Source: an optimization exercise on an open RTL-to-GDS flow (aim: small area, a short achievable clock period and few clock cycles per item). Production flows keep margins and buffers that such runs may drop. No run shown here included a check of the RTL's function; only the layout flow was run. Power is estimated from default activity; no workload was simulated.

$ cat flow/design.v
`default_nettype none
package div_pkg;
  localparam int DATA_W = 32;
  localparam int STEPS = 1;
  localparam int QB     = 2 * STEPS;         
  localparam int QB_LG  = (QB <= 1) ? 0 : (QB <= 2) ? 1 : (QB <= 4) ? 2 : 3;
  localparam int DVS_W  = DATA_W + QB;       
  localparam int CNT_W  = 6 - QB_LG;         
  localparam logic [DATA_W-1:0] INT_MIN = {1'b1, {(DATA_W-1){1'b0}}};
  localparam logic [1:0] OP_DIV  = 2'd0;
  localparam logic [1:0] OP_DIVU = 2'd1;
  localparam logic [1:0] OP_REM  = 2'd2;
  localparam logic [1:0] OP_REMU = 2'd3;
  localparam int OP_REM_BIT   = 1;
  localparam int OP_UNSGN_BIT = 0;
endpackage
`default_nettype wire
`timescale 1ns/1ps
`default_nettype none
module div_add #(
  parameter int W = 32
) (
  input  wire  [W-1:0] a,
  input  wire  [W-1:0] b,
  input  wire          cin,
  output logic [W-1:0] sum,
  output logic         cout
);
  localparam int LV = (W < 32) ? 5 : (W < 64) ? 6 : 7;   
  logic [LV:0][W:0] g;
  logic [LV:0][W:0] p;
  assign g[0] = {a & b, cin};
  assign p[0] = {a ^ b, 1'b0};
  for (genvar l = 0; l < LV; l++) begin : g_lvl
    for (genvar i = 0; i <= W; i++) begin : g_bit
      if (i >= (1 << l)) begin : g_op
        assign g[l+1][i] = g[l][i] | (p[l][i] & g[l][i - (1 << l)]);
        assign p[l+1][i] = p[l][i] & p[l][i - (1 << l)];
      end else begin : g_pass
        assign g[l+1][i] = g[l][i];
        assign p[l+1][i] = p[l][i];
      end
    end
  end
  assign sum  = p[0][W:1] ^ g[LV][W-1:0];
  assign cout = g[LV][W];
endmodule
module div_radix4_stage #(
  parameter int DVW = 34
) (
  input  wire  [div_pkg::DATA_W-1:0]    in_rem,
  input  wire  [DVW-1:0]                in_dvs,
  output logic [div_pkg::DATA_W-1:0]    out_rem,
  output logic [1:0]                    digit
);
  localparam int DW = div_pkg::DATA_W;
  localparam int XW = DVW + 2;   
  logic [XW-1:0] r, ne, ne2, s3, c3;
  logic [XW-1:0] d1, d2, d3;
  logic          q1, q2, q3;
  assign r   = {{(XW-DW){1'b0}}, in_rem};
  assign ne  = ~{3'b000, in_dvs[DVW-1:1]};
  assign ne2 = ~{2'b00, in_dvs};
  assign s3 = r ^ ne ^ ne2;
  assign c3 = (r & ne) | (r & ne2) | (ne & ne2);
  div_add #(.W(XW)) u_d1 (.a(r),  .b(ne),                  .cin(1'b1), .sum(d1), .cout(q1));
  div_add #(.W(XW)) u_d2 (.a(r),  .b(ne2),                 .cin(1'b1), .sum(d2), .cout(q2));
  div_add #(.W(XW)) u_d3 (.a(s3), .b({c3[XW-2:0], 1'b1}),  .cin(1'b1), .sum(d3), .cout());
  assign q3 = ~d3[XW-1];
  always_comb begin
    if (q3) begin
      out_rem = d3[DW-1:0];
      digit   = 2'd3;
    end else if (q2) begin
      out_rem = d2[DW-1:0];
      digit   = 2'd2;
    end else if (q1) begin
      out_rem = d1[DW-1:0];
      digit   = 2'd1;
    end else begin
      out_rem = in_rem;
      digit   = 2'd0;
    end
  end
endmodule
`default_nettype wire
`timescale 1ns/1ps
`default_nettype none
module div_stage_array (
  input  wire                          CLK,
  input  wire                          RST_N,
  input  wire                          sel,    
  input  wire                          load,   
  input  wire                          take,   
  input  wire  [div_pkg::DATA_W-1:0]   in_rem,
  input  wire  [div_pkg::DVS_W-1:0]    in_dvs,
  input  wire  [div_pkg::CNT_W-1:0]    in_cnt,   
  input  wire                          in_neg,
  input  wire                          in_op_rem,
  output logic [div_pkg::DATA_W-1:0]   rem,
  output logic [div_pkg::DATA_W-1:0]   quo,
  output logic                         neg,
  output logic                         op_rem,
  input  wire                          in_q_ones,
  output logic                         q_ones,
  output logic                         done,
  output logic                         busy,
  output logic                         valid
);
  localparam int DW = div_pkg::DATA_W;
  localparam int VW = div_pkg::DVS_W;
  localparam int QB = div_pkg::QB;
  localparam int ST = div_pkg::STEPS;
  logic [VW-1:0]             dvs;
  logic [div_pkg::CNT_W-1:0] cnt;
  logic [DW-1:0]             s_rem, s_quo;
  logic [VW-1:0]             s_dvs;
  logic [div_pkg::CNT_W-1:0] s_cnt;
  logic [ST:0][DW-1:0]       t_rem;
  logic [ST-1:0][1:0]        t_dig;
  logic                      step;
  assign s_rem = sel ? in_rem : rem;
  assign s_quo = sel ? '0 : quo;
  assign s_dvs = sel ? in_dvs : dvs;
  assign s_cnt = sel ? in_cnt : cnt - 1'b1;
  assign t_rem[0] = s_rem;
  for (genvar g = 0; g < ST; g++) begin : g_step
    div_radix4_stage #(.DVW(VW - 2*g)) u_step (
      .in_rem  (t_rem[g]),
      .in_dvs  (s_dvs[VW-1:2*g]),
      .out_rem (t_rem[g+1]),
      .digit   (t_dig[g])
    );
  end
  always_ff @(posedge CLK) begin
    if (!RST_N) begin
      busy <= 1'b0;
    end else begin
      busy <= step & (s_cnt != '0);
    end
  end
  assign done = valid & ~busy;
  assign step = load | busy;
  always_ff @(posedge CLK) begin
    if (!RST_N) begin
      valid <= 1'b0;
    end else if (load) begin
      valid <= 1'b1;
    end else if (take) begin
      valid <= 1'b0;
    end
  end
  always_ff @(posedge CLK) begin
    if (step) begin
      rem <= t_rem[ST];
      quo <= {s_quo[DW-QB-1:0], t_dig};
      dvs <= {{QB{1'b0}}, s_dvs[VW-1:QB]};
      cnt <= s_cnt;
    end
    if (load) begin
      neg    <= in_neg;
      op_rem <= in_op_rem;
      q_ones <= in_q_ones;
    end
  end
endmodule
`default_nettype wire
`timescale 1ns/1ps
`default_nettype none
module div_operand_prep (
  input  wire                          CLK,
  input  wire                          RST_N,
  input  wire  [div_pkg::DATA_W-1:0]   req_a,
  input  wire  [div_pkg::DATA_W-1:0]   req_b,
  input  wire  [1:0]                   req_op,
  input  wire                          accept,   
  input  wire                          take,     
  output logic                         free,     
  output logic [div_pkg::DATA_W-1:0]   rem,      
  output logic [div_pkg::DVS_W-1:0]    dvs,      
  output logic [div_pkg::CNT_W-1:0]    cnt,      
  output logic                         q_ones,   
  output logic                         neg,      
  output logic                         op_rem,
  output logic                         valid
);
  localparam int DW = div_pkg::DATA_W;
  localparam int QB = div_pkg::QB;
  logic                      sgn, a_neg, b_neg, dz, op_r, a_p2, b_p2;
  logic [DW-1:0]             in_a, in_b;
  logic [1:0]                in_op;
  logic                      in_valid, move;
  logic [DW-1:0]             a_mag, b_mag;
  logic [5:0]                la, lb;
  logic [6:0]                t, k;
  logic                      none;
  logic [DW+QB-1:0]          sh;
  logic [div_pkg::CNT_W-1:0] n_cnt;
  assign move = in_valid & (~valid | take);
  assign free = ~in_valid | move;
  always_ff @(posedge CLK) begin
    if (!RST_N) begin
      in_valid <= 1'b0;
    end else if (accept) begin
      in_valid <= 1'b1;
    end else if (move) begin
      in_valid <= 1'b0;
    end
  end
  always_ff @(posedge CLK) begin
    if (accept) begin
      in_a  <= req_a;
      in_b  <= req_b;
      in_op <= req_op;
    end
  end
  assign sgn   = ~in_op[div_pkg::OP_UNSGN_BIT];
  assign op_r  = in_op[div_pkg::OP_REM_BIT];
  assign a_neg = sgn & in_a[DW-1];
  assign b_neg = sgn & in_b[DW-1];
  assign dz    = (in_b == '0);
  div_cneg #(.W(DW)) u_nega (.x(in_a), .neg(a_neg), .y(a_mag));
  div_cneg #(.W(DW)) u_negb (.x(in_b), .neg(b_neg), .y(b_mag));
  div_lzc u_lza (.x(in_a ^ {DW{a_neg}}), .n(la));
  div_lzc u_lzb (.x(in_b ^ {DW{b_neg}}), .n(lb));
  always_comb begin
    a_p2 = a_neg;
    b_p2 = b_neg;
    for (int i = 0; i < DW-1; i++) begin
      a_p2 = a_p2 & (in_a[i+1] | ~in_a[i]);
      b_p2 = b_p2 & (in_b[i+1] | ~in_b[i]);
    end
  end
  div_add #(.W(7)) u_t (.a({1'b0, lb}), .b(~{1'b0, la}), .cin(a_p2),  .sum(t), .cout());
  div_add #(.W(7)) u_k (.a(t),          .b(7'd0),        .cin(~b_p2), .sum(k), .cout());
  assign none  = dz | k[6];
  assign sh    = {{QB{1'b0}}, b_mag} << (k[4:0] | 5'd1);
  assign n_cnt = none ? '0 : k[5:1];
  always_ff @(posedge CLK) begin
    if (!RST_N) begin
      valid <= 1'b0;
    end else if (move) begin
      valid <= 1'b1;
    end else if (take) begin
      valid <= 1'b0;
    end
  end
  always_ff @(posedge CLK) begin
    if (move) begin
      rem    <= a_mag;
      dvs    <= sh | {(DW+QB){none}};
      cnt    <= n_cnt;
      q_ones <= dz & ~op_r;
      neg    <= op_r ? a_neg : (a_neg ^ b_neg) & ~dz;
      op_rem <= op_r;
    end
  end
endmodule
`default_nettype wire
`default_nettype none
module div_lzc (
  input  wire  [31:0] x,
  output logic [5:0]  n
);
  logic [15:0]      v0;
  logic [15:0][0:0] c0;
  logic [7:0]       v1;
  logic [7:0][1:0]  c1;
  logic [3:0]       v2;
  logic [3:0][2:0]  c2;
  logic [1:0]       v3;
  logic [1:0][3:0]  c3;
  logic             v4;
  logic [4:0]       c4;
  for (genvar i = 0; i < 16; i++) begin : g_l0
    assign v0[i] = x[2*i+1] | x[2*i];
    assign c0[i] = ~x[2*i+1];
  end
  for (genvar i = 0; i < 8; i++) begin : g_l1
    assign v1[i] = v0[2*i+1] | v0[2*i];
    assign c1[i] = v0[2*i+1] ? {1'b0, c0[2*i+1]} : {1'b1, c0[2*i]};
  end
  for (genvar i = 0; i < 4; i++) begin : g_l2
    assign v2[i] = v1[2*i+1] | v1[2*i];
    assign c2[i] = v1[2*i+1] ? {1'b0, c1[2*i+1]} : {1'b1, c1[2*i]};
  end
  for (genvar i = 0; i < 2; i++) begin : g_l3
    assign v3[i] = v2[2*i+1] | v2[2*i];
    assign c3[i] = v2[2*i+1] ? {1'b0, c2[2*i+1]} : {1'b1, c2[2*i]};
  end
  assign v4 = v3[1] | v3[0];
  assign c4 = v3[1] ? {1'b0, c3[1]} : {1'b1, c3[0]};
  assign n = v4 ? {1'b0, c4} : 6'd32;
endmodule
module div_cneg #(
  parameter int W = 32
) (
  input  wire  [W-1:0] x,
  input  wire          neg,
  output logic [W-1:0] y
);
  localparam int LV = (W <= 32) ? 5 : 6;   
  logic [LV:0][W-1:0] o;
  assign o[0] = {x[W-2:0], 1'b0};
  for (genvar l = 0; l < LV; l++) begin : g_lvl
    for (genvar i = 0; i < W; i++) begin : g_bit
      if (i >= (1 << l)) begin : g_op
        assign o[l+1][i] = o[l][i] | o[l][i - (1 << l)];
      end else begin : g_pass
        assign o[l+1][i] = o[l][i];
      end
    end
  end
  assign y = x ^ ({W{neg}} & o[LV]);
endmodule
`default_nettype wire
`timescale 1ns/1ps
`default_nettype none
module div_result_fix (
  input  wire  [div_pkg::DATA_W-1:0]   rem,
  input  wire  [div_pkg::DATA_W-1:0]   quo,
  input  wire                          neg,
  input  wire                          op_rem,
  input  wire                          q_ones,
  output logic [div_pkg::DATA_W-1:0]   res
);
  logic [div_pkg::DATA_W-1:0] mag, sgn_mag;
  assign mag = op_rem ? rem : quo;
  div_cneg #(.W(div_pkg::DATA_W)) u_neg (.x(mag), .neg(neg), .y(sgn_mag));
  assign res = q_ones ? '1 : sgn_mag;
endmodule
`default_nettype wire
`timescale 1ns/1ps
`default_nettype none
module div_top (
  input  wire                         CLK,
  input  wire                         RST_N,
  input  wire  [div_pkg::DATA_W-1:0]  req_a,
  input  wire  [div_pkg::DATA_W-1:0]  req_b,
  input  wire  [1:0]                  req_op,
  input  wire                         req_valid,
  output logic                        req_ready,
  output logic [div_pkg::DATA_W-1:0]  res,
  output logic                        res_valid,
  input  wire                         res_ready
);
  localparam int DW = div_pkg::DATA_W;
  logic [DW-1:0]              p_rem;
  logic [div_pkg::DVS_W-1:0]  p_dvs;
  logic [div_pkg::CNT_W-1:0]  p_cnt;
  logic                       p_q_ones, p_neg, p_op_rem, p_valid, p_free;
  logic [DW-1:0]              c_rem, c_quo;
  logic                       c_neg, c_op_rem, c_q_ones, c_done, c_busy, c_valid;
  logic                       take, sel, load, accept;
  assign take      = c_done & res_ready;
  assign sel       = p_valid & ~c_busy;
  assign load      = p_valid & (~c_valid | take);
  assign req_ready = RST_N & (p_free | load);
  assign accept    = req_valid & req_ready;
  div_operand_prep u_prep (
    .CLK    (CLK),
    .RST_N  (RST_N),
    .req_a  (req_a),
    .req_b  (req_b),
    .req_op (req_op),
    .accept (accept),
    .take   (load),
    .free   (p_free),
    .rem    (p_rem),
    .dvs    (p_dvs),
    .cnt    (p_cnt),
    .q_ones (p_q_ones),
    .neg    (p_neg),
    .op_rem (p_op_rem),
    .valid  (p_valid)
  );
  div_stage_array u_core (
    .CLK       (CLK),
    .RST_N     (RST_N),
    .sel       (sel),
    .load      (load),
    .take      (take),
    .in_rem    (p_rem),
    .in_dvs    (p_dvs),
    .in_cnt    (p_cnt),
    .in_neg    (p_neg),
    .in_op_rem (p_op_rem),
    .rem       (c_rem),
    .quo       (c_quo),
    .neg       (c_neg),
    .op_rem    (c_op_rem),
    .in_q_ones (p_q_ones),
    .q_ones    (c_q_ones),
    .done      (c_done),
    .busy      (c_busy),
    .valid     (c_valid)
  );
  div_result_fix u_fix (
    .rem       (c_rem),
    .quo       (c_quo),
    .neg       (c_neg),
    .op_rem    (c_op_rem),
    .q_ones    (c_q_ones),
    .res       (res)
  );
  assign res_valid = c_done;
endmodule
`default_nettype wire
$ cat flow/run.sh
#!/bin/bash
# synth_recipe.tcl (not shown) runs the flow's synth.tcl, then flattens the netlist and writes it again
# the make line also repeats each setting of config.mk as NAME=value (left out here)
make -C /OpenROAD-flow-scripts/flow DESIGN_CONFIG=/design/flow/config.mk WORK_HOME=/design/flow/orfs CLKGATE_MAP_FILE= SYNTH_SCRIPT=/design/flow/synth_recipe.tcl finish
$ cat flow/config.mk
export PLATFORM = sky130hd
export DESIGN_NAME = div_top
export DESIGN_NICKNAME = div_top
export VERILOG_FILES = /design/flow/design.v
export SDC_FILE = /design/flow/constraint.sdc
export NUM_CORES = 4
export LEC_CHECK = 0
export CAP_MARGIN = 20
export CORE_MARGIN = 2
export CORE_UTILIZATION = 40
export SETUP_SLACK_MARGIN = 0.8
export SLEW_MARGIN = 20
$ cat flow/constraint.sdc
create_clock -name core_clock -period 5.5 [get_ports {CLK}]
set_input_delay 1.1000 -clock core_clock [delete_from_list [all_inputs] [get_ports {CLK}]]
set_output_delay 1.1000 -clock core_clock [all_outputs]
set_load 0.01 [all_outputs]
==> results of run 1 <==
==> metal layers <==
layer / vias to the layer above / share of wire, %
met5: - / 0
met4: 0 / 3.1
met3: 141 / 5.6
met2: 688 / 46
met1: 9299 / 45
li1: 9231 / -
==> cells by family (layout without fill, tap and decap cells) <==
kind of cell,after synthesis,after routing,share of synthesized area [%]
AO/OA/AOI/OAI,670,671,20.0
AND/OR/NAND/NOR,772,773,17.9
multiplexers,134,134,6.57
flip-flops,248,248,34.5
adder cells (fa/ha/maj),142,142,9.43
buffers and inverters,219,487,4.04
XOR/XNOR,178,178,7.51
==> per-stage QoR <==
stage               area (um2)  worst slack [ns]  util, %
floorplan                21800             0.802        -
global placement         24200             0.140     45.9
detailed placement       24200            0.0326     45.9
CTS                      26000             0.492     49.2
global route             27200             0.526     51.6
finish                   27200             0.696     51.6
==> repair_timing <==
action / CTS / global route
endpoints found under the setup margin: 93 / 91
gates cloned: 1 / 4
pin swaps: 46 / 52
resized for setup: 135 / 170
setup buffers: 49 / 46
==> area by class of cell <==
cell class,count,area [um2],share of cell area (%)
clock inverters,17,171,0.629
multi-input cells,1898,14500,53.1
repair buffers,341,3210,11.8
flip-flops and latches,248,7410,27.2
well taps,688,861,3.16
clock buffers,37,756,2.77
inverters,92,350,1.29
==> worst register-to-register path, stage by stage (launching register included) <==
cell and delay [ns]:
edfxtp_1 0.42, nand2b_4 0.19, inv_2 0.11, buf_8 0.19, nand4_1 0.12, o41ai_1 0.10, and2_1 0.25, nand3b_1 0.12
buf_4 0.17, nor2_1 0.22, a21oi_2 0.14, ha_1 0.33, nand2_2 0.10, nor4_4 0.05, buf_4 0.17, buf_4 0.13
nor3_4 0.17, buf_4 0.23, buf_4 0.20, o21ai_2 0.09, o21ai_0 0.14, o221ai_2 0.23, mux4_2 0.49, nand2b_4 0.14
==> sequential cells by signal, indices dropped and copies added (netlist names), 32 cells and up <==
name	count
u_prep.dvs	34
u_prep.in_a	32
u_core.quo	32
u_prep.rem	32
u_prep.in_b	32
u_core.dvs	32
u_core.rem	32
==> power by group <==
| part | total, mW | leakage, nW | internal, mW | switching [mW] |
|---|---|---|---|---|
| logic | 7.61 | 7.63 | 3.40 | 4.22 |
| registers | 2.70 | 2.29 | 2.49 | 0.210 |
| clock network | 1.90 | 0.449 | 1.08 | 0.819 |
| total | 12.2 | 10.4 | 6.96 | 5.25 |
==> worst max path at each step <==
stage | startpoint | end | slack (ns) | depth (start not counted)
floorplan | u_prep.valid | u_core.rem[28] | 0.80 | 18
global placement | u_core.op_rem | res[31] | 0.14 | 11
detailed placement | u_core.op_rem | res[31] | 0.03 | 11
CTS | u_core.op_rem | res[25] | 0.49 | 12
global route | u_core.op_rem | res[25] | 0.53 | 13
finish | u_core.op_rem | res[25] | 0.70 | 12
==> cell usage after synthesis (12+ instances only) <==
library cell / instances / area share (%)
a211o_1: 12 / 0.49
a211oi_1: 27 / 0.94
a21o_1: 44 / 1.5
a21oi_1: 171 / 4.0
a31oi_1: 27 / 0.79
and2_1: 20 / 0.58
and3_1: 22 / 0.64
buf_2: 24 / 0.56
clkbuf_1: 91 / 1.6
edfxtp_1: 244 / 34
fa_1: 33 / 3.1
ha_1: 109 / 6.4
inv_1: 91 / 1.6
mux2_2: 40 / 2.1
mux2i_1: 89 / 4.2
nand2_1: 255 / 4.5
nand2b_1: 48 / 1.4
nand3_1: 67 / 1.6
nand4_1: 21 / 0.61
nor2_1: 137 / 2.4
nor2b_1: 67 / 2.0
nor3_1: 41 / 0.96
nor4_1: 19 / 0.55
o211ai_1: 27 / 0.94
o21a_1: 24 / 0.84
o21ai_0: 161 / 3.8
o21ai_1: 16 / 0.37
o21bai_1: 16 / 0.56
o221ai_1: 12 / 0.49
o31ai_1: 19 / 0.66
or3_1: 15 / 0.44
xnor2_1: 120 / 4.9
xor2_1: 54 / 2.2
==> flow_summary.ini, run 1 <==
[status]
status = finished clean

[yosys]
synth_seq_cells = 248
netlist_area_um2 = 21500
synth_flop_cell = edfxtp_1
synth_edf_count = 244
syn-num-nets = 2575
async_flop_share_pct = 0
synth_cells = 2363
synth_area_per_cell_um2 = 9.08
yosysWarnings = 3
synth_cell_types = 93
synth.yosys.seq_area_share_pct = 34.5

[min_path]
min_path_type = flop to flop
whs_path_depth = 0
worst_hold_path.endpoint = u_core.q_ones
worstHoldStart = u_prep.q_ones

[drt]
route.antenna.remaining_nets = 0
drcViolationCount = 0
dr.first_iter.drc_count = 1459
drt-vias-per-instance = 5.83
routed_wl_um = 67800
vias = 19400
drt_first_pass_iters = 6
wl_per_cell_um = 20.4

[sta]
period_share_pct = 87.3
holdWs_ns = 0.510
setup_viol = 0
worst_pin_slew_ns = 0.955
setup_tns_ns = 0
slew-limit-headroom_pct = 35.9
post-route-min-period_ns = 4.80
finalHoldViolCount = 0
max_freq_ghz = 0.208
fin_skew_ns = 0.0137
maxSlewViolCount = 0
rsz0062_at_grt = yes

[power_and_ir_drop]
power_density_nw_per_um2 = 448
vdd_ir_drop_max_v = 0.000267
p_leak_nw = 10.4
power.total_mw = 12.2

[global_routing]
grt_pass1_wl_um = 104000
use_met1_pct = 32.2
grt_max_degree = 67
grtUsageMet3_pct = 2.72
antenna_found_initial = 0
grt_use_total_pct = 23.4
grt.overflow.total = 0
use_met2_pct = 38.6
grt_pass1_vias = 18500
top_usage_layer = met2

[place]
finalWeightedCongestion = 1.01
port_buffers = 103
dp_cells = 3165
dpl.hpwl_um = 51900

[die]
dieArea_um2 = 55500
io_pins = 104
fp.dieW_um = 236
die_h_um = 236
rows = 84
core_um2 = 52800
initial_core_util_pct = 40.7

[clock_tree]
cts_buffers = 29
cts_hold_buf = 0
tritoncts = done
clock_sinks = 248
worstSkewPairLatency_ns = 0.60
path_clk_slew_ns = 0.06
htreeDepth = 1
clock-root-buffer = clkbuf_16
ctsLongestPathBuffers = 3

[final_layout]
drive_above_1_share_pct = 20.9
fillers = 4857
n_antenna_cell = 0
final_cell_mix = edfxtp_1, nand2_1, buf_4, a21oi_1, nor2_1
final_common_cell = edfxtp_1
final_cells = 3321
area_delta_synth_final_pct = 26.9
fin_nets = 2822

[worst_setup_path]
crit_path_max_fanout = 7
worstPathArrival_ns = 3.70
regToRegSetupSlack_ns = 0.75
crit_chain = buf_12, mux2_4, or3_4, nor4_4, nand4_1, buf_4, or3_4, or3_4, o21ai_2, xnor2_1, nand2b_1, buf_2
critPathKind = flop to output port
slowest_stage = or3_4
max_stage_delay_ns = 0.42
path_buf_inv = 3
cp-end-kind = output port
crit_family = simple AND/OR/NAND/NOR gates
critPathMostFrequentCell = or3_4
worst_ep_required_time_ns = 4.40
reg2reg_depth = 23
worstReg2RegEnd = u_prep.dvs[29]
timing.rr.start = u_prep.in_op[0]
critPathLaunchType = flop

[flow_run]
cap_violations = 0
==> run 2: changes to the inputs <==
--- a/flow/design.v
+++ b/flow/design.v
@@ -89,78 +89,64 @@
 module div_stage_array (
   input  wire                          CLK,
   input  wire                          RST_N,
-  input  wire                          sel,    
-  input  wire                          load,   
-  input  wire                          take,   
+  input  wire                          load,    
+  input  wire                          take,    
   input  wire  [div_pkg::DATA_W-1:0]   in_rem,
   input  wire  [div_pkg::DVS_W-1:0]    in_dvs,
-  input  wire  [div_pkg::CNT_W-1:0]    in_cnt,   
+  input  wire                          in_run,
+  input  wire  [div_pkg::CNT_W-1:0]    in_cnt,
   input  wire                          in_neg,
   input  wire                          in_op_rem,
+  input  wire                          in_q_ones,
   output logic [div_pkg::DATA_W-1:0]   rem,
   output logic [div_pkg::DATA_W-1:0]   quo,
   output logic                         neg,
   output logic                         op_rem,
-  input  wire                          in_q_ones,
   output logic                         q_ones,
   output logic                         done,
-  output logic                         busy,
   output logic                         valid
 );
   localparam int DW = div_pkg::DATA_W;
   localparam int VW = div_pkg::DVS_W;
   localparam int QB = div_pkg::QB;
-  localparam int ST = div_pkg::STEPS;
   logic [VW-1:0]             dvs;
-  logic [div_pkg::CNT_W-1:0] cnt;
-  logic [DW-1:0]             s_rem, s_quo;
-  logic [VW-1:0]             s_dvs;
-  logic [div_pkg::CNT_W-1:0] s_cnt;
-  logic [ST:0][DW-1:0]       t_rem;
-  logic [ST-1:0][1:0]        t_dig;
-  logic                      step;
-  assign s_rem = sel ? in_rem : rem;
-  assign s_quo = sel ? '0 : quo;
-  assign s_dvs = sel ? in_dvs : dvs;
-  assign s_cnt = sel ? in_cnt : cnt - 1'b1;
-  assign t_rem[0] = s_rem;
-  for (genvar g = 0; g < ST; g++) begin : g_step
-    div_radix4_stage #(.DVW(VW - 2*g)) u_step (
-      .in_rem  (t_rem[g]),
-      .in_dvs  (s_dvs[VW-1:2*g]),
-      .out_rem (t_rem[g+1]),
-      .digit   (t_dig[g])
-    );
-  end
-  always_ff @(posedge CLK) begin
-    if (!RST_N) begin
-      busy <= 1'b0;
-    end else begin
-      busy <= step & (s_cnt != '0);
-    end
-  end
+  logic [div_pkg::CNT_W-1:0] cnt;    
+  logic                      busy;   
+  logic [DW-1:0]             t_rem;
+  logic [1:0]                t_dig;
+  div_radix4_stage #(.DVW(VW)) u_step (
+    .in_rem  (rem),
+    .in_dvs  (dvs),
+    .out_rem (t_rem),
+    .digit   (t_dig)
+  );
   assign done = valid & ~busy;
-  assign step = load | busy;
   always_ff @(posedge CLK) begin
     if (!RST_N) begin
       valid <= 1'b0;
+      busy  <= 1'b0;
     end else if (load) begin
       valid <= 1'b1;
-    end else if (take) begin
-      valid <= 1'b0;
+      busy  <= in_run;
+    end else begin
+      if (take) valid <= 1'b0;
+      if (busy) busy <= (cnt != '0);
     end
   end
   always_ff @(posedge CLK) begin
-    if (step) begin
-      rem <= t_rem[ST];
-      quo <= {s_quo[DW-QB-1:0], t_dig};
-      dvs <= {{QB{1'b0}}, s_dvs[VW-1:QB]};
-      cnt <= s_cnt;
-    end
     if (load) begin
+      rem    <= in_rem;
+      quo    <= '0;
+      dvs    <= in_dvs;
+      cnt    <= in_cnt;
       neg    <= in_neg;
       op_rem <= in_op_rem;
       q_ones <= in_q_ones;
+    end else if (busy) begin
+      rem    <= t_rem;
+      quo    <= {quo[DW-QB-1:0], t_dig};
+      dvs    <= {{QB{1'b0}}, dvs[VW-1:QB]};
+      cnt    <= cnt - 1'b1;
     end
   end
 endmodule
@@ -175,9 +161,9 @@
   input  wire  [1:0]                   req_op,
   input  wire                          accept,   
   input  wire                          take,     
-  output logic                         free,     
   output logic [div_pkg::DATA_W-1:0]   rem,      
   output logic [div_pkg::DVS_W-1:0]    dvs,      
+  output logic                         run,      
   output logic [div_pkg::CNT_W-1:0]    cnt,      
   output logic                         q_ones,   
   output logic                         neg,      
@@ -186,25 +172,20 @@
 );
   localparam int DW = div_pkg::DATA_W;
   localparam int QB = div_pkg::QB;
-  logic                      sgn, a_neg, b_neg, dz, op_r, a_p2, b_p2;
   logic [DW-1:0]             in_a, in_b;
   logic [1:0]                in_op;
-  logic                      in_valid, move;
+  logic                      sgn, a_neg, b_neg, dz, op_r, a_p2, b_p2;
   logic [DW-1:0]             a_mag, b_mag;
   logic [5:0]                la, lb;
   logic [6:0]                t, k;
   logic                      none;
-  logic [DW+QB-1:0]          sh;
-  logic [div_pkg::CNT_W-1:0] n_cnt;
-  assign move = in_valid & (~valid | take);
-  assign free = ~in_valid | move;
   always_ff @(posedge CLK) begin
     if (!RST_N) begin
-      in_valid <= 1'b0;
+      valid <= 1'b0;
     end else if (accept) begin
-      in_valid <= 1'b1;
-    end else if (move) begin
-      in_valid <= 1'b0;
+      valid <= 1'b1;
+    end else if (take) begin
+      valid <= 1'b0;
     end
   end
   always_ff @(posedge CLK) begin
@@ -233,28 +214,14 @@
   end
   div_add #(.W(7)) u_t (.a({1'b0, lb}), .b(~{1'b0, la}), .cin(a_p2),  .sum(t), .cout());
   div_add #(.W(7)) u_k (.a(t),          .b(7'd0),        .cin(~b_p2), .sum(k), .cout());
-  assign none  = dz | k[6];
-  assign sh    = {{QB{1'b0}}, b_mag} << (k[4:0] | 5'd1);
-  assign n_cnt = none ? '0 : k[5:1];
-  always_ff @(posedge CLK) begin
-    if (!RST_N) begin
-      valid <= 1'b0;
-    end else if (move) begin
-      valid <= 1'b1;
-    end else if (take) begin
-      valid <= 1'b0;
-    end
-  end
-  always_ff @(posedge CLK) begin
-    if (move) begin
-      rem    <= a_mag;
-      dvs    <= sh | {(DW+QB){none}};
-      cnt    <= n_cnt;
-      q_ones <= dz & ~op_r;
-      neg    <= op_r ? a_neg : (a_neg ^ b_neg) & ~dz;
-      op_rem <= op_r;
-    end
-  end
+  assign none   = dz | k[6];
+  assign rem    = a_mag;
+  assign dvs    = {{QB{1'b0}}, b_mag} << (k[4:0] | 5'd1);
+  assign run    = ~none;
+  assign cnt    = k[5:1];
+  assign q_ones = dz & ~op_r;
+  assign neg    = op_r ? a_neg : (a_neg ^ b_neg) & ~dz;
+  assign op_rem = op_r;
 endmodule
 `default_nettype wire
 `default_nettype none
@@ -348,14 +315,13 @@
   logic [DW-1:0]              p_rem;
   logic [div_pkg::DVS_W-1:0]  p_dvs;
   logic [div_pkg::CNT_W-1:0]  p_cnt;
-  logic                       p_q_ones, p_neg, p_op_rem, p_valid, p_free;
+  logic                       p_run, p_q_ones, p_neg, p_op_rem, p_valid;
   logic [DW-1:0]              c_rem, c_quo;
-  logic                       c_neg, c_op_rem, c_q_ones, c_done, c_busy, c_valid;
-  logic                       take, sel, load, accept;
+  logic                       c_neg, c_op_rem, c_q_ones, c_done, c_valid;
+  logic                       take, load, accept;
   assign take      = c_done & res_ready;
-  assign sel       = p_valid & ~c_busy;
   assign load      = p_valid & (~c_valid | take);
-  assign req_ready = RST_N & (p_free | load);
+  assign req_ready = RST_N & (~p_valid | load);
   assign accept    = req_valid & req_ready;
   div_operand_prep u_prep (
     .CLK    (CLK),
@@ -365,9 +331,9 @@
     .req_op (req_op),
     .accept (accept),
     .take   (load),
-    .free   (p_free),
     .rem    (p_rem),
     .dvs    (p_dvs),
+    .run    (p_run),
     .cnt    (p_cnt),
     .q_ones (p_q_ones),
     .neg    (p_neg),
@@ -377,22 +343,21 @@
   div_stage_array u_core (
     .CLK       (CLK),
     .RST_N     (RST_N),
-    .sel       (sel),
     .load      (load),
     .take      (take),
     .in_rem    (p_rem),
     .in_dvs    (p_dvs),
+    .in_run    (p_run),
     .in_cnt    (p_cnt),
     .in_neg    (p_neg),
     .in_op_rem (p_op_rem),
+    .in_q_ones (p_q_ones),
     .rem       (c_rem),
     .quo       (c_quo),
     .neg       (c_neg),
     .op_rem    (c_op_rem),
-    .in_q_ones (p_q_ones),
     .q_ones    (c_q_ones),
     .done      (c_done),
-    .busy      (c_busy),
     .valid     (c_valid)
   );
   div_result_fix u_fix (
--- a/flow/config.mk
+++ b/flow/config.mk
@@ -8,5 +8,4 @@
 export CAP_MARGIN = 20
 export CORE_MARGIN = 2
 export CORE_UTILIZATION = 40
-export SETUP_SLACK_MARGIN = 0.8
 export SLEW_MARGIN = 20
==> run 2 against run 1 <==
Compared with the run above:
- non-clock buffer count down 156
- via count down 10%
- sequential share of layout area down 4.1 points
- clock skew down 0.0016 ns
- worst setup slack worse by 0.49 ns
- power down 40%
- fmax down 9.2%
- area after synthesis down 13%
- hold slack better by 0.00093 ns
- flip-flop and latch count down 73
- critical path type is now flop to flop
- largest power group unchanged
- highest routed layer is now met5
==> flow_summary.ini, run 2 <==
[status]
status = finished clean

[final_layout]
final_cell_mix = a21oi_1, nor2_1, nand2_1, edfxtp_1, o21ai_0
fillers = 4555
fin_nets = 2515
top_register = u_core.dvs
n_antenna_cell = 0
final_cells = 2923
seqCellArea_um2 = 4910
final_common_cell = a21oi_1
fin_area_um2 = 21200
largest_reg_flops = 34
multi_input_area_um2 = 12900
area_delta_synth_final_pct = 13.8
drive_above_1_share_pct = 8.25

[global_routing]
grt.overflow.total = 0
grt_max_degree = 72
antenna_found_initial = 2
grt_use_total_pct = 24.3
grt_pass1_vias = 16300
grt_pass1_wl_um = 91600

[min_path]
whs_path_depth = 2
min_path_type = flop to flop
worst_hold_path.endpoint = u_core.quo[30]
worstHoldStart = u_core.quo[30]

[place]
dp_cells = 2885
dpl_cell_area_um2 = 20500
dpl.hpwl_um = 46600
finalWeightedCongestion = 0.988
port_buffers = 103

[clock_tree]
tritoncts = done
ctsLongestPathBuffers = 2
htreeDepth = 4
clock-root-buffer = clkbuf_16
worstSkewPairLatency_ns = 0.47
clock_sinks = 175
cts_buffers = 17
path_clk_slew_ns = 0.08

[drt]
drt_first_pass_iters = 6
route.antenna.remaining_nets = 0
routed_wl_um = 58900
vias = 17400
drt-vias-per-instance = 5.96
wl_per_cell_um = 20.2
drcViolationCount = 0
dr.first_iter.drc_count = 1640

[sta]
holdWs_ns = 0.511
finalHoldViolCount = 0
slew-limit-headroom_pct = 31.2
worst_pin_slew_ns = 1.03
post-route-min-period_ns = 5.29
maxSlewViolCount = 0
period_share_pct = 96.2
max_freq_ghz = 0.189
setup_viol = 0
rsz0062_at_grt = yes
fin_skew_ns = 0.0121
setup_tns_ns = 0

[yosys]
netlist_area_um2 = 18600
synth_edf_count = 140
synth.yosys.seq_area_share_pct = 26.3
async_flop_share_pct = 0
synth_common_cells = a21oi_1, nor2_1, nand2_1
synth_top_area_share_pct = 22.5
synthTopCellsByArea = edfxtp_1, ha_1, mux2i_1
synth.most_common_cell = a21oi_1
synth_area_per_cell_um2 = 8.36
synth_flop_cell = edfxtp_1
synth_seq_cells = 175
synth_cells = 2230
synth_top_area_cell = edfxtp_1
synth_cell_types = 94
syn-num-nets = 2442
yosysWarnings = 3

[worst_setup_path]
worst_ep_required_time_ns = 5.82
cp-end-kind = flop
regToRegSetupSlack_ns = 0.21
worstReg2RegEnd = u_core.dvs[31]
critPathKind = flop to flop
worstPathArrival_ns = 5.61
timing.rr.start = u_prep.in_op[0]
crit_path_max_fanout = 26
reg2reg_depth = 20
critPathLaunchType = flop

[power_and_ir_drop]
power_density_nw_per_um2 = 346
p_leak_nw = 8.15
vdd_ir_drop_max_v = 0.000269

[die]
die_h_um = 220
initial_core_util_pct = 40.3
rows = 79
io_pins = 104
dieArea_um2 = 48400
fp.dieW_um = 220
core_um2 = 46300

[flow_run]
cap_violations = 0
-- run 2: cell types whose count changed after synthesis, moves of 16 or more --
cell,previous run,this run
dfxtp_1,4,35
edfxtp_1,244,140
mux2_2,40,10
nand2_1,255,174
nor2_1,137,183
nor2b_1,67,31
nor3_1,41,57
o21ai_0,161,141
o22ai_1,9,29
-- run 2: cell families after synthesis --
family / Yosys count / synth area share (%)
simple gates: 724 / 19.3
buf+inv: 217 / 4.95
xor+xnor: 180 / 8.88
flops: 175 / 26.3
mux: 109 / 5.94
compound gates: 682 / 23.8
fa+ha+maj: 143 / 10.9
-- run 2: how the worst max path moves through the flow --
| stage | startpoint | endpoint | slack [ns] | cells after the start |
|---|---|---|---|---|
| 2_1_floorplan | u_prep.in_op[0] | u_core.dvs[31] | 0.02 | 23 |
| 3_3_place_gp | u_prep.in_op[0] | u_core.dvs[31] | 0.14 | 22 |
| 3_5_place_dp | u_prep.in_op[0] | u_core.dvs[26] | 0.11 | 22 |
| 4_1_cts | u_prep.in_op[0] | u_core.dvs[31] | 0.07 | 22 |
| 5_1_grt | u_prep.in_op[0] | u_core.dvs[31] | -0.04 | 23 |
| 6_report | u_prep.in_op[0] | u_core.dvs[31] | 0.21 | 20 |
-- run 2: per-layer routing --
metal | GRT usage [%] | wire, um | vias up
met5 | 0 | 13 | -
met4 | 10.1 | 2200 | 2
met3 | 3.51 | 3650 | 91
met2 | 37.8 | 25900 | 667
met1 | 33.7 | 27100 | 8269
li1 | - | - | 8380
-- run 2: layout make-up --
cell class	instances	share of cell area [%]
clock buffer	17	2.00
clock inverter	15	0.902
inverter	84	1.49
multi-input combinational	1840	60.9
sequential	175	23.1
tap	607	3.58
timing repair buffer	185	8.03
-- run 2: worst max-delay path, cell delays in order (launching register included) --
cell and delay (ns):
edfxtp_1 0.43, nand2b_1 0.25, buf_4 0.35, nand2b_1 0.14, o32ai_2 0.37, nand2_1 0.14
nor2b_1 0.28, a211oi_1 0.09, a21oi_1 0.21, a211oi_2 0.13, fa_1 0.53, xnor2_1 0.17
and4_1 0.22, a31o_2 0.28, nor2_4 0.18, buf_6 0.19, mux2_2 0.34, a311o_1 0.35
o221ai_1 0.22, a32oi_1 0.13, o21ai_1 0.11
-- run 2: power by group --
part / internal (mW) / switching, mW / total, mW
combinational: 1.77 / 2.43 / 4.20
clock: 0.694 / 0.634 / 1.33
sequential: 1.62 / 0.185 / 1.81
total: 4.09 / 3.25 / 7.34
-- run 2: through the flow --
step                      power (mW)  util (%)  setup slack (ns)
after floorplan                 4.82         -            0.0249
after global placement          5.86      44.3             0.145
after detailed placement        5.91      44.3             0.109
after CTS                       7.26      45.6            0.0697
after global routing            7.85      45.9           -0.0406
final                           7.34      45.9             0.209
-- run 2: repair_timing --
item                                    CTS  global route
gates resized for setup                   0            14
endpoints found under the setup margin    0            30
hold buffers                              0             0
setup buffers                             0             4
==> run 3: changes to the inputs <==
--- a/flow/config.mk
+++ b/flow/config.mk
@@ -8,4 +8,5 @@
 export CAP_MARGIN = 20
 export CORE_MARGIN = 2
 export CORE_UTILIZATION = 40
+export SETUP_SLACK_MARGIN = 1.0
 export SLEW_MARGIN = 20
==> run 3 against run 2 <==
Compared with the run above:
- count of clock-buffer cells in the layout unchanged
- first-iteration DRC count up 10%
- flip-flop and latch count unchanged
- hold slack worse by 0.011 ns
- via count up 3.9%
- non-clock buffer count up 94
- synthesized cell count unchanged
- cell area up 9.8%
- largest power group unchanged
==> flow_summary.ini, run 3 <==
[status]
status = finished clean

[global_routing]
grt_max_degree = 82
antenna_found_initial = 1
grt_pass1_vias = 17200
grt.overflow.total = 0
grt_use_total_pct = 25.6
grt_pass1_wl_um = 96600

[worst_setup_path]
timing.rr.start = u_prep.in_op[0]
critPathLaunchType = flop
critPathMostFrequentCell = buf_12
regToRegSetupSlack_ns = 0.66
crit_chain = nand2b_4, inv_6, buf_12, and3_1, a21oi_1, nor3_2, nor2b_4, or3_4, a221oi_4, ha_4, xor2_4, and2_4, o31a_1, nor2_4, buf_6, buf_12, nor4_4, a311oi_1, buf_4, mux2_4, o211ai_1, a22oi_1
worstReg2RegEnd = u_core.dvs[17]
cp-end-kind = flop
slowest_stage = edfxtp_1
crit_path_max_fanout = 7
max_stage_delay_ns = 0.42
worstPathArrival_ns = 5.04
worst_ep_required_time_ns = 5.70
reg2reg_depth = 22
critPathKind = flop to flop

[min_path]
worst_hold_path.endpoint = u_core.quo[31]
min_path_type = flop to flop
whs_path_depth = 2
worstHoldStart = u_core.quo[31]

[clock_tree]
cts_hold_buf = 0
htreeDepth = 4
ctsLongestPathBuffers = 2
path_clk_slew_ns = 0.07
tritoncts = done
clock-root-buffer = clkbuf_16
cts_buffers = 17
worstSkewPairLatency_ns = 0.48
clock_sinks = 175

[drt]
m1WireLength_um = 28000
routed_wl_um = 62200
dr.max_layer_used = met4
wl_met3_um = 3580
drt-vias-per-instance = 5.99
drcViolationCount = 0
wl_met2_um = 27900
dr.first_iter.drc_count = 1805
route.antenna.remaining_nets = 0
vias = 18100
wl_per_cell_um = 20.6
drt_first_pass_iters = 6

[place]
port_buffers = 103
dpl.hpwl_um = 46400
dpl_cell_area_um2 = 20500
finalWeightedCongestion = 0.937

[sta]
period_share_pct = 88.0
setup_tns_ns = 0
slew-limit-headroom_pct = 31.9
max_freq_ghz = 0.207
maxSlewViolCount = 0
fin_skew_ns = 0.0169
holdWs_ns = 0.500
post-route-min-period_ns = 4.84
finalHoldViolCount = 0
rsz0062_at_grt = yes
setup_viol = 0
worst_pin_slew_ns = 1.02

[yosys]
synth_top_area_cell = edfxtp_1
synth_cell_types = 94
synth.most_common_cell = a21oi_1
synth.yosys.seq_area_share_pct = 26.3
synth_area_per_cell_um2 = 8.36
synthTopCellsByArea = edfxtp_1, ha_1, mux2i_1
synth_edf_count = 140
synth_flop_cell = edfxtp_1
async_flop_share_pct = 0
netlist_area_um2 = 18600
synth_common_cells = a21oi_1, nor2_1, nand2_1
syn-num-nets = 2442
synth_seq_cells = 175
yosysWarnings = 3
synth_top_area_share_pct = 22.5
synth_cells = 2230

[final_layout]
final_cell_mix = nor2_1, a21oi_1, nand2_1, edfxtp_1, buf_4
top_register = u_core.dvs
area_delta_synth_final_pct = 25.0
seqCellArea_um2 = 4910
fin_nets = 2615
largest_reg_flops = 34
fin_area_um2 = 23300
multi_input_area_um2 = 14000
drive_above_1_share_pct = 17.3
fillers = 4379
final_common_cell = nor2_1
n_antenna_cell = 0

[die]
rows = 79
io_pins = 104
fp.dieW_um = 220
core_um2 = 46300
initial_core_util_pct = 40.3
dieArea_um2 = 48400
die_h_um = 220

[power_and_ir_drop]
vdd_ir_drop_max_v = 0.000230
p_leak_nw = 8.93
power_density_nw_per_um2 = 338

[flow_run]
cap_violations = 0
run 3: cell counts after synthesis:
Identical to the previous run, type by type.
run 3: logic make-up after synthesis:
logic type	share of synthesized area (%)
flops	26.3
buf+inv	4.95
xor+xnor	8.88
compound gates	23.8
fa+ha+maj	10.9
simple gates	19.3
mux	5.94
run 3: critical path: cells and delay by family, from the launching register on:
family                   cells  cell delay (ns)
multiplexers                 1             0.30
flip-flops                   1             0.42
XOR/XNOR                     1             0.24
AO/OA/AOI/OAI                6             1.20
adder cells (fa/ha/maj)      1             0.32
buffers and inverters        5             0.64
AND/OR/NAND/NOR              8             1.44
run 3: area by class of cell:
class	instances	share of cell area (%)
multi-input cells	1845	60.0
flip-flops and latches	175	21.0
repair buffers	279	11.7
well taps	607	3.26
clock buffers	17	1.82
inverters	84	1.43
clock inverters	15	0.751
repair inverters	1	0.0376
run 3: power breakdown:
group	internal, mW	switching (mW)
clock network	0.688	0.629
logic	2.12	2.62
registers	1.62	0.194
total	4.43	3.45
run 3: metal layers:
layer  GRT usage [%]  vias up
li1                -     8578
met1            35.0     8685
met2            40.5      704
met3            2.93      128
met4            11.2        0
met5               0        -
run 3: worst max path at each step:
stage	startpoint	end	slack, ns
after global routing	u_prep.in_b[1]	u_core.dvs[29]	0.48
after floorplan	u_prep.in_op[0]	u_core.dvs[33]	0.80
after global placement	u_prep.in_op[0]	u_core.dvs[31]	0.05
after CTS	u_prep.in_op[0]	u_core.dvs[17]	0.76
final	u_prep.in_op[0]	u_core.dvs[17]	0.66
after detailed placement	u_prep.in_op[0]	u_core.dvs[33]	0.04
run 3: through the flow:
stage	worst slack [ns]	utilization, %	std cells	power, mW
5_1_grt	0.476	50.4	3023	8.41
4_1_cts	0.765	48.9	2996	7.65
2_1_floorplan	0.802	-	2230	4.84
6_report	0.661	50.4	3023	7.87
3_5_place_dp	0.0419	44.4	2877	5.92
3_3_place_gp	0.0459	44.4	2877	5.87
run 3: timing repair:
item                                    4_1_cts  5_1_grt
pin swaps                                    47       62
cloned                                       11        4
resized for setup                           170       98
setup buffers                                76       23
endpoints found under the hold margin         0        0
endpoints found under the setup margin      113      101
==> run 4: changes to the inputs <==
--- a/flow/design.v
+++ b/flow/design.v
@@ -172,8 +172,8 @@
 );
   localparam int DW = div_pkg::DATA_W;
   localparam int QB = div_pkg::QB;
-  logic [DW-1:0]             in_a, in_b;
-  logic [1:0]                in_op;
+  logic [DW-1:0]             in_a, in_b;     
+  logic                      in_a_neg, in_b_neg, in_dz, in_rem;
   logic                      sgn, a_neg, b_neg, dz, op_r, a_p2, b_p2;
   logic [DW-1:0]             a_mag, b_mag;
   logic [5:0]                la, lb;
@@ -188,28 +188,31 @@
       valid <= 1'b0;
     end
   end
+  assign sgn   = ~req_op[div_pkg::OP_UNSGN_BIT];
+  assign a_neg = sgn & req_a[DW-1];
+  assign b_neg = sgn & req_b[DW-1];
   always_ff @(posedge CLK) begin
     if (accept) begin
-      in_a  <= req_a;
-      in_b  <= req_b;
-      in_op <= req_op;
+      in_a     <= req_a ^ {DW{a_neg}};
+      in_b     <= req_b ^ {DW{b_neg}};
+      in_a_neg <= a_neg;
+      in_b_neg <= b_neg;
+      in_dz    <= (req_b == '0);
+      in_rem   <= req_op[div_pkg::OP_REM_BIT];
     end
   end
-  assign sgn   = ~in_op[div_pkg::OP_UNSGN_BIT];
-  assign op_r  = in_op[div_pkg::OP_REM_BIT];
-  assign a_neg = sgn & in_a[DW-1];
-  assign b_neg = sgn & in_b[DW-1];
-  assign dz    = (in_b == '0);
-  div_cneg #(.W(DW)) u_nega (.x(in_a), .neg(a_neg), .y(a_mag));
-  div_cneg #(.W(DW)) u_negb (.x(in_b), .neg(b_neg), .y(b_mag));
-  div_lzc u_lza (.x(in_a ^ {DW{a_neg}}), .n(la));
-  div_lzc u_lzb (.x(in_b ^ {DW{b_neg}}), .n(lb));
+  assign op_r = in_rem;
+  assign dz   = in_dz;
+  div_cinc #(.W(DW)) u_inca (.x(in_a), .inc(in_a_neg), .y(a_mag));
+  div_cinc #(.W(DW)) u_incb (.x(in_b), .inc(in_b_neg), .y(b_mag));
+  div_lzc u_lza (.x(in_a), .n(la));
+  div_lzc u_lzb (.x(in_b), .n(lb));
   always_comb begin
-    a_p2 = a_neg;
-    b_p2 = b_neg;
+    a_p2 = in_a_neg;
+    b_p2 = in_b_neg;
     for (int i = 0; i < DW-1; i++) begin
-      a_p2 = a_p2 & (in_a[i+1] | ~in_a[i]);
-      b_p2 = b_p2 & (in_b[i+1] | ~in_b[i]);
+      a_p2 = a_p2 & (in_a[i] | ~in_a[i+1]);
+      b_p2 = b_p2 & (in_b[i] | ~in_b[i+1]);
     end
   end
   div_add #(.W(7)) u_t (.a({1'b0, lb}), .b(~{1'b0, la}), .cin(a_p2),  .sum(t), .cout());
@@ -220,7 +223,7 @@
   assign run    = ~none;
   assign cnt    = k[5:1];
   assign q_ones = dz & ~op_r;
-  assign neg    = op_r ? a_neg : (a_neg ^ b_neg) & ~dz;
+  assign neg    = op_r ? in_a_neg : (in_a_neg ^ in_b_neg) & ~dz;
   assign op_rem = op_r;
 endmodule
 `default_nettype wire
@@ -259,6 +262,27 @@
   assign c4 = v3[1] ? {1'b0, c3[1]} : {1'b1, c3[0]};
   assign n = v4 ? {1'b0, c4} : 6'd32;
 endmodule
+module div_cinc #(
+  parameter int W = 32
+) (
+  input  wire  [W-1:0] x,
+  input  wire          inc,
+  output logic [W-1:0] y
+);
+  localparam int LV = (W <= 32) ? 5 : 6;   
+  logic [LV:0][W-1:0] a;
+  assign a[0] = {x[W-2:0], 1'b1};
+  for (genvar l = 0; l < LV; l++) begin : g_lvl
+    for (genvar i = 0; i < W; i++) begin : g_bit
+      if (i >= (1 << l)) begin : g_op
+        assign a[l+1][i] = a[l][i] & a[l][i - (1 << l)];
+      end else begin : g_pass
+        assign a[l+1][i] = a[l][i];
+      end
+    end
+  end
+  assign y = x ^ ({W{inc}} & a[LV]);
+endmodule
 module div_cneg #(
   parameter int W = 32
 ) (
@@ -284,17 +308,35 @@
 `timescale 1ns/1ps
 `default_nettype none
 module div_result_fix (
+  input  wire                          CLK,
+  input  wire                          RST_N,
   input  wire  [div_pkg::DATA_W-1:0]   rem,
   input  wire  [div_pkg::DATA_W-1:0]   quo,
   input  wire                          neg,
   input  wire                          op_rem,
   input  wire                          q_ones,
-  output logic [div_pkg::DATA_W-1:0]   res
+  input  wire                          take,
+  input  wire                          res_ready,
+  output logic [div_pkg::DATA_W-1:0]   res,
+  output logic                         res_valid
 );
   logic [div_pkg::DATA_W-1:0] mag, sgn_mag;
   assign mag = op_rem ? rem : quo;
   div_cneg #(.W(div_pkg::DATA_W)) u_neg (.x(mag), .neg(neg), .y(sgn_mag));
-  assign res = q_ones ? '1 : sgn_mag;
+  always_ff @(posedge CLK) begin
+    if (!RST_N) begin
+      res_valid <= 1'b0;
+    end else if (take) begin
+      res_valid <= 1'b1;
+    end else if (res_ready) begin
+      res_valid <= 1'b0;
+    end
+  end
+  always_ff @(posedge CLK) begin
+    if (take) begin
+      res <= q_ones ? '1 : sgn_mag;
+    end
+  end
 endmodule
 `default_nettype wire
 `timescale 1ns/1ps
@@ -319,7 +361,7 @@
   logic [DW-1:0]              c_rem, c_quo;
   logic                       c_neg, c_op_rem, c_q_ones, c_done, c_valid;
   logic                       take, load, accept;
-  assign take      = c_done & res_ready;
+  assign take      = c_done & (~res_valid | res_ready);
   assign load      = p_valid & (~c_valid | take);
   assign req_ready = RST_N & (~p_valid | load);
   assign accept    = req_valid & req_ready;
@@ -361,13 +403,17 @@
     .valid     (c_valid)
   );
   div_result_fix u_fix (
+    .CLK       (CLK),
+    .RST_N     (RST_N),
     .rem       (c_rem),
     .quo       (c_quo),
     .neg       (c_neg),
     .op_rem    (c_op_rem),
     .q_ones    (c_q_ones),
-    .res       (res)
+    .take      (take),
+    .res_ready (res_ready),
+    .res       (res),
+    .res_valid (res_valid)
   );
-  assign res_valid = c_done;
 endmodule
 `default_nettype wire
--- a/flow/config.mk
+++ b/flow/config.mk
@@ -8,5 +8,4 @@
 export CAP_MARGIN = 20
 export CORE_MARGIN = 2
 export CORE_UTILIZATION = 40
-export SETUP_SLACK_MARGIN = 1.0
 export SLEW_MARGIN = 20
==> run 4 against run 3 <==
Compared with the run above:
- largest cell class unchanged
- global-route usage decreased by 1.2 points
- non-clock buffer count decreased by 85
- sequential share of layout area increased by 4.8 points
- clock power increased by 36%
- synthesized cell count increased by 1.0%
- via count decreased by 1.4%
- still clean
- largest power group unchanged
- final cell count increased by 0.69%
==> flow_summary.ini, run 4 <==
[status]
status = finished clean

[drt]
routed_wl_um = 62700
wl_per_cell_um = 20.6
drt_first_pass_iters = 5
route.antenna.remaining_nets = 0
drt-vias-per-instance = 5.86
drcViolationCount = 0
vias = 17800
dr.first_iter.drc_count = 1476

[final_layout]
drive_above_1_share_pct = 8.61
n_antenna_cell = 0
fillers = 4848
fin_nets = 2571
fin_area_um2 = 23000
largest_reg_flops = 34
area_delta_synth_final_pct = 15.3
final_common_cell = nor2_1
final_cell_mix = nor2_1, edfxtp_1, nand2_1, a21oi_1, xnor2_1
top_register = u_core.dvs

[clock_tree]
path_clk_slew_ns = 0.06
clock-root-buffer = clkbuf_16
cts_resized = 0
worstSkewPairLatency_ns = 0.58
ctsLongestPathBuffers = 3
cts_buffers = 27
tritoncts = done
htreeDepth = 1
post_cts_buffers = 0
clock_sinks = 210
cts_hold_buf = 0

[sta]
maxSlewViolCount = 0
setup_viol = 0
rsz0062_at_grt = no
post-route-min-period_ns = 5.14
slew-limit-headroom_pct = 27.6
period_share_pct = 93.5
max_freq_ghz = 0.194
worst_pin_slew_ns = 1.09
setup_tns_ns = 0
finalHoldViolCount = 0
final.setup.worst_slack_ns = 0.355
fin_skew_ns = 0.0216

[yosys]
synth_common_cells = nor2_1, edfxtp_1, nand2_1
async_flop_share_pct = 0
synth_top_area_share_pct = 26.2
synth.yosys.seq_area_share_pct = 29.8
syn-num-nets = 2465
synth_flop_cell = edfxtp_1
synth_cell_types = 93
synth.most_common_cell = nor2_1
synth_area_per_cell_um2 = 8.85
yosysWarnings = 4
synth_edf_count = 174
synth_seq_cells = 210
netlist_area_um2 = 19900
synth_top_area_cell = edfxtp_1
synthTopCellsByArea = edfxtp_1, xnor2_1, ha_1
synth_cells = 2253

[power_and_ir_drop]
internal-power_mw = 4.58
vdd_ir_drop_max_v = 0.000258
p_leak_nw = 8.78
netSwitchingPower_mw = 2.99
sequentialPowerShare_pct = 27.6
combPwrFrac_pct = 48.7
p_sw_share_pct = 39.5
clkPwrFrac_pct = 23.7
power_density_nw_per_um2 = 329

[place]
finalWeightedCongestion = 0.979
dpl_cell_area_um2 = 22100
post-place-ws_ns = 0.248
port_buffers = 103
dpl.hpwl_um = 50200

[die]
rows = 81
io_pins = 104
die_h_um = 227
dieArea_um2 = 51700
initial_core_util_pct = 40.7
core_um2 = 49100
fp.dieW_um = 227

[flow_run]
cap_violations = 0

[worst_setup_path]
cp-end-kind = flop
crit_start = u_prep.in_a[7]
regToRegSetupSlack_ns = 0.36
worstReg2RegEnd = u_core.dvs[25]
worstPathArrival_ns = 5.47
worst_ep_required_time_ns = 5.83
crit_end = u_core.dvs[25]
critPathKind = flop to flop
crit_path_max_fanout = 14
critPathLaunchType = flop
timing.rr.start = u_prep.in_a[7]
reg2reg_depth = 17

[global_routing]
grt_use_total_pct = 24.3
grtUsageMet3_pct = 2.61
use_met1_pct = 32.8
grt_pass1_wl_um = 98000
grt_max_degree = 79
grt.overflow.total = 0
antenna_found_initial = 0
top_usage_layer = met2
grt_pass1_vias = 17400
use_met2_pct = 41.0

[min_path]
min_path_type = flop to flop
worstHoldStart = u_core.quo[31]
[run 4: logic make-up after synthesis]
kind of cell             count (synthesis)  synth area share, %
multiplexers                           109                 5.81
buffers and inverters                  204                 4.33
AND/OR/NAND/NOR                        735                 18.5
flip-flops                             210                 29.8
XOR/XNOR                               222                 10.2
adder cells (fa/ha/maj)                142                 10.2
AO/OA/AOI/OAI                          631                 21.2
[run 4: worst max-delay path, cell delays in order (launching register included)]
cell	delay [ns]
edfxtp_1	0.49
nor4_1	0.50
nand2_1	0.26
o21ai_0	0.14
a311oi_1	0.09
o2111ai_1	0.22
o21ai_0	0.13
a21oi_1	0.32
fa_1	0.31
xor2_1	0.42
buf_4	0.27
o211a_1	0.28
nand2_2	0.19
xor2_2	0.38
buf_4	0.27
mux2i_1	0.12
a211oi_1	0.42
o31ai_1	0.10
[run 4: area by class of cell]
| class | count | area, um2 | area share [%] |
|---|---|---|---|
| clock buffer | 35 | 726 | 3.16 |
| clock inverter | 15 | 163 | 0.707 |
| inverter | 86 | 323 | 1.40 |
| multi-input combinational | 1840 | 13200 | 57.5 |
| sequential | 210 | 5950 | 25.9 |
| tap | 664 | 831 | 3.61 |
| timing repair buffer | 194 | 1780 | 7.73 |
[run 4: worst min-delay path by stage]
| stage | end | slack, ns | depth (start not counted) |
|---|---|---|---|
| 2_1_floorplan | u_core.quo[31] | 0.46 | 2 |
| 3_3_place_gp | u_core.quo[31] | 0.48 | 2 |
| 3_5_place_dp | u_core.quo[31] | 0.51 | 2 |
| 4_1_cts | u_core.quo[31] | 0.52 | 2 |
| 5_1_grt | u_core.quo[30] | 0.55 | 2 |
| 6_report | u_core.quo[31] | 0.51 | 2 |
[run 4: per-layer routing]
| layer | wire length, um | up-vias |
|---|---|---|
| met5 | 0 | - |
| met4 | 2000 | 0 |
| met3 | 3510 | 123 |
| met2 | 29200 | 634 |
| met1 | 28000 | 8490 |
| li1 | - | 8592 |
[run 4: stage by stage]
step                cells  power (mW)  util, %  hold WS (ns)
floorplan            2253        4.71        -         0.460
global placement     2993        5.69     45.0         0.477
detailed placement   2993        5.73     45.0         0.506
CTS                  3043        7.56     46.8         0.522
global route         3044        8.05     46.9         0.548
finish               3044        7.57     46.9         0.510
[run 4: power groups by stage]
stage / Combinational, mW / Clock, mW / Sequential, mW
finish: 3.69 / 1.80 / 2.09
global placement: 3.58 / 0 / 2.11
detailed placement: 3.61 / 0 / 2.12
CTS: 3.64 / 1.84 / 2.08
global route: 4.05 / 1.89 / 2.11
floorplan: 2.66 / 0 / 2.05
==> run 5: changes to the inputs <==
--- a/flow/config.mk
+++ b/flow/config.mk
@@ -8,4 +8,5 @@
 export CAP_MARGIN = 20
 export CORE_MARGIN = 2
 export CORE_UTILIZATION = 40
+export SETUP_SLACK_MARGIN = 1.0
 export SLEW_MARGIN = 20
==> run 5 against run 4 <==
Compared with the run above:
- critical path type unchanged
- largest cell class unchanged
- worst setup slack gained 0.66 ns
- clock power up 14%
- still clean on timing, DRC and antenna
- utilization rose by 1.9 points
- highest routed layer unchanged
==> flow_summary.ini, run 5 <==
[drt]
drt_first_pass_iters = 5
drcViolationCount = 0
dr.first_iter.drc_count = 1368
drt-vias-per-instance = 5.82
vias = 18000
routed_wl_um = 63100
route.antenna.remaining_nets = 0
wl_per_cell_um = 20.4

[worst_setup_path]
critPathMostFrequentCell = or3_4
worst_ep_required_time_ns = 5.82
crit_family = simple AND/OR/NAND/NOR gates
crit_end = u_core.dvs[29]
slowest_stage = fa_2
path_buf_inv = 1
regToRegSetupSlack_ns = 1.01
crit_path_max_fanout = 12
crit_cells = 16
timing.rr.start = u_prep.in_b[12]
critPathLaunchType = flop
crit_start = u_prep.in_b[12]
reg2reg_depth = 16
cp-end-kind = flop
max_stage_delay_ns = 0.50
critPathKind = flop to flop
worstReg2RegEnd = u_core.dvs[29]
worstPathArrival_ns = 4.81
crit_chain = or3_4, or3_4, o21ai_2, nor3_2, nor2_2, nor4_4, fa_2, xor2_4, o211ai_4, buf_6, nand3_4, a2111oi_4, a31oi_1, mux4_2, and2_1, a221o_1

[final_layout]
final_cell_mix = nor2_1, edfxtp_1, nand2_1, a21oi_1, xnor2_1
seqCellArea_um2 = 5950
fin_nets = 2626
largest_reg_flops = 34
area_delta_synth_final_pct = 20.0
fillers = 4725
final_common_cell = nor2_1
n_antenna_cell = 0
fin_area_um2 = 23900
multi_input_area_um2 = 13600
fin_util_pct = 48.8
top_register = u_core.dvs
drive_above_1_share_pct = 12.8

[yosys]
synth_cell_types = 93
synth_top_area_cell = edfxtp_1
synth.yosys.seq_area_share_pct = 29.8
netlist_area_um2 = 19900
synth_flop_cell = edfxtp_1
synth_common_cells = nor2_1, edfxtp_1, nand2_1
yosysWarnings = 4
synth.most_common_cell = nor2_1
synth_seq_cells = 210
synth_area_per_cell_um2 = 8.85
syn-num-nets = 2465
synth_edf_count = 174
synth_top_area_share_pct = 26.2
async_flop_share_pct = 0
synthTopCellsByArea = edfxtp_1, xnor2_1, ha_1
synth_cells = 2253

[power_and_ir_drop]
power.total_mw = 8.00
power_density_nw_per_um2 = 334
p_leak_nw = 9.17
vdd_ir_drop_max_v = 0.000297

[place]
dpl_cell_area_um2 = 22100
finalWeightedCongestion = 0.945
port_buffers = 103
dpl.hpwl_um = 49100

[clock_tree]
htreeDepth = 1
clock_sinks = 210
cts_buffers = 26
clock-root-buffer = clkbuf_16
ctsLongestPathBuffers = 3
tritoncts = done
path_clk_slew_ns = 0.06
worstSkewPairLatency_ns = 0.58

[sta]
setup_tns_ns = 0
slew-limit-headroom_pct = 30.4
post-route-min-period_ns = 4.49
maxSlewViolCount = 0
rsz0062_at_grt = yes
period_share_pct = 81.6
fin_skew_ns = 0.0210
finalHoldViolCount = 0
max_freq_ghz = 0.223
worst_pin_slew_ns = 1.04
holdWs_ns = 0.504
setup_viol = 0

[die]
fp.dieW_um = 227
initial_core_util_pct = 40.7
die_h_um = 227
dieArea_um2 = 51700
rows = 81
io_pins = 104
core_um2 = 49100

[flow_run]
cap_violations = 0

[min_path]
min_path_type = flop to flop

[global_routing]
grt_use_total_pct = 23.9
antenna_found_initial = 1
grt_pass1_vias = 17400
grt_pass1_wl_um = 96700
grt.overflow.total = 0
grt_max_degree = 69

[status]
status = finished clean
## run 5: cell counts after synthesis
Identical to the previous run, type by type.
## run 5: worst min path at each step
stage | slack [ns] | cells past startpoint | end | startpoint
global placement | 0.48 | 2 | u_core.quo[31] | u_core.quo[31]
CTS | 0.52 | 2 | u_core.quo[31] | u_core.quo[31]
global route | 0.54 | 2 | u_core.quo[31] | u_core.quo[31]
finish | 0.50 | 2 | u_core.quo[31] | u_core.quo[31]
floorplan | 0.46 | 2 | u_core.quo[31] | u_core.quo[31]
detailed placement | 0.50 | 2 | u_core.quo[31] | u_core.quo[31]
## run 5: timing repair
item,CTS,global route
cloned,1,2
buffers inserted,9,45
pin swaps,5,23
hold buffers,0,0
gates resized for setup,31,49
endpoints found under the setup margin,74,95
## run 5: layer usage
layer  vias up  GRT usage, %  wire, um  part of all wire [%]
li1       8672             -         -                     -
met1      8677          31.8     27800                    44
met2       552          40.1     29900                    47
met3       118          2.90      3470                   5.5
met4         0          8.24      1930                   3.1
met5         -             0         0                     0
## run 5: tightest hold or removal path, delay by kind of cell, from the launching register on
family           cells  cell delay (ns)
multiplexers         1             0.07
AND/OR/NAND/NOR      1             0.08
flip-flops           1             0.33
## run 5: report_power, final
| group | internal (mW) | switching [mW] | leakage [nW] |
|---|---|---|---|
| registers | 1.93 | 0.149 | 1.91 |
| clock network | 1.30 | 0.744 | 0.486 |
| logic | 1.68 | 2.19 | 6.77 |
| total | 4.91 | 3.08 | 9.17 |
## run 5: cell type report
type	instances	share of cell area, %
multi-input cells	1842	56.9
clock inverters	18	1.43
well taps	664	3.47
flip-flops and latches	210	24.9
inverters	86	1.35
repair buffers	248	9.18
clock buffers	30	2.82
## run 5: cells by family after synthesis
logic type | count (synthesis) | share of synthesized area, %
XOR/XNOR | 222 | 10.2
buffers and inverters | 204 | 4.33
adder cells (fa/ha/maj) | 142 | 10.2
multiplexers | 109 | 5.81
AND/OR/NAND/NOR | 735 | 18.5
AO/OA/AOI/OAI | 631 | 21.2
flip-flops | 210 | 29.8
## run 5: through the flow
stage                     cells  setup slack [ns]
final                      3098              1.01
after global routing       3098             0.851
after CTS                  3051             0.978
after detailed placement   2993             0.334
after global placement     2993             0.398
after floorplan            2253              1.01

## what the ideal ports hide
The flow's constraints put no driver on any port. The routed layouts listed below were extracted and timed again, unchanged, in two steps. Step 1, drivers: a clkbuf_16 drives CLK and a buf_2 each remaining input, both assumed. Step 2 also shifts input and output timing later by t, the mid clock arrival at the registers, as if the neighbouring blocks saw the same clock. a / b / c = ideal / step 1 / step 2; a / b = the first two.
run	t, ns	setup slack, ns	hold WS [ns]	clock arrival spread, ns	pins driven straight from the clock port
run 1	0.652	0.696 / 0.638 / 0.754	0.510 / 0.510 / 0.510	0.015 / 0.014	1
run 2	0.521	0.209 / 0.209 / 0.209	0.511 / 0.511 / 0.511	0.012 / 0.012	1
run 3	0.527	0.661 / 0.661 / 0.661	0.500 / 0.500 / 0.500	0.020 / 0.020	1
run 4	0.632	0.355 / 0.355 / 0.355	0.510 / 0.510 / 0.510	0.023 / 0.024	1
run 5	0.639	1.013 / 1.013 / 1.013	0.504 / 0.504 / 0.504	0.021 / 0.021	1
After both steps setup and hold are still met in every run listed.
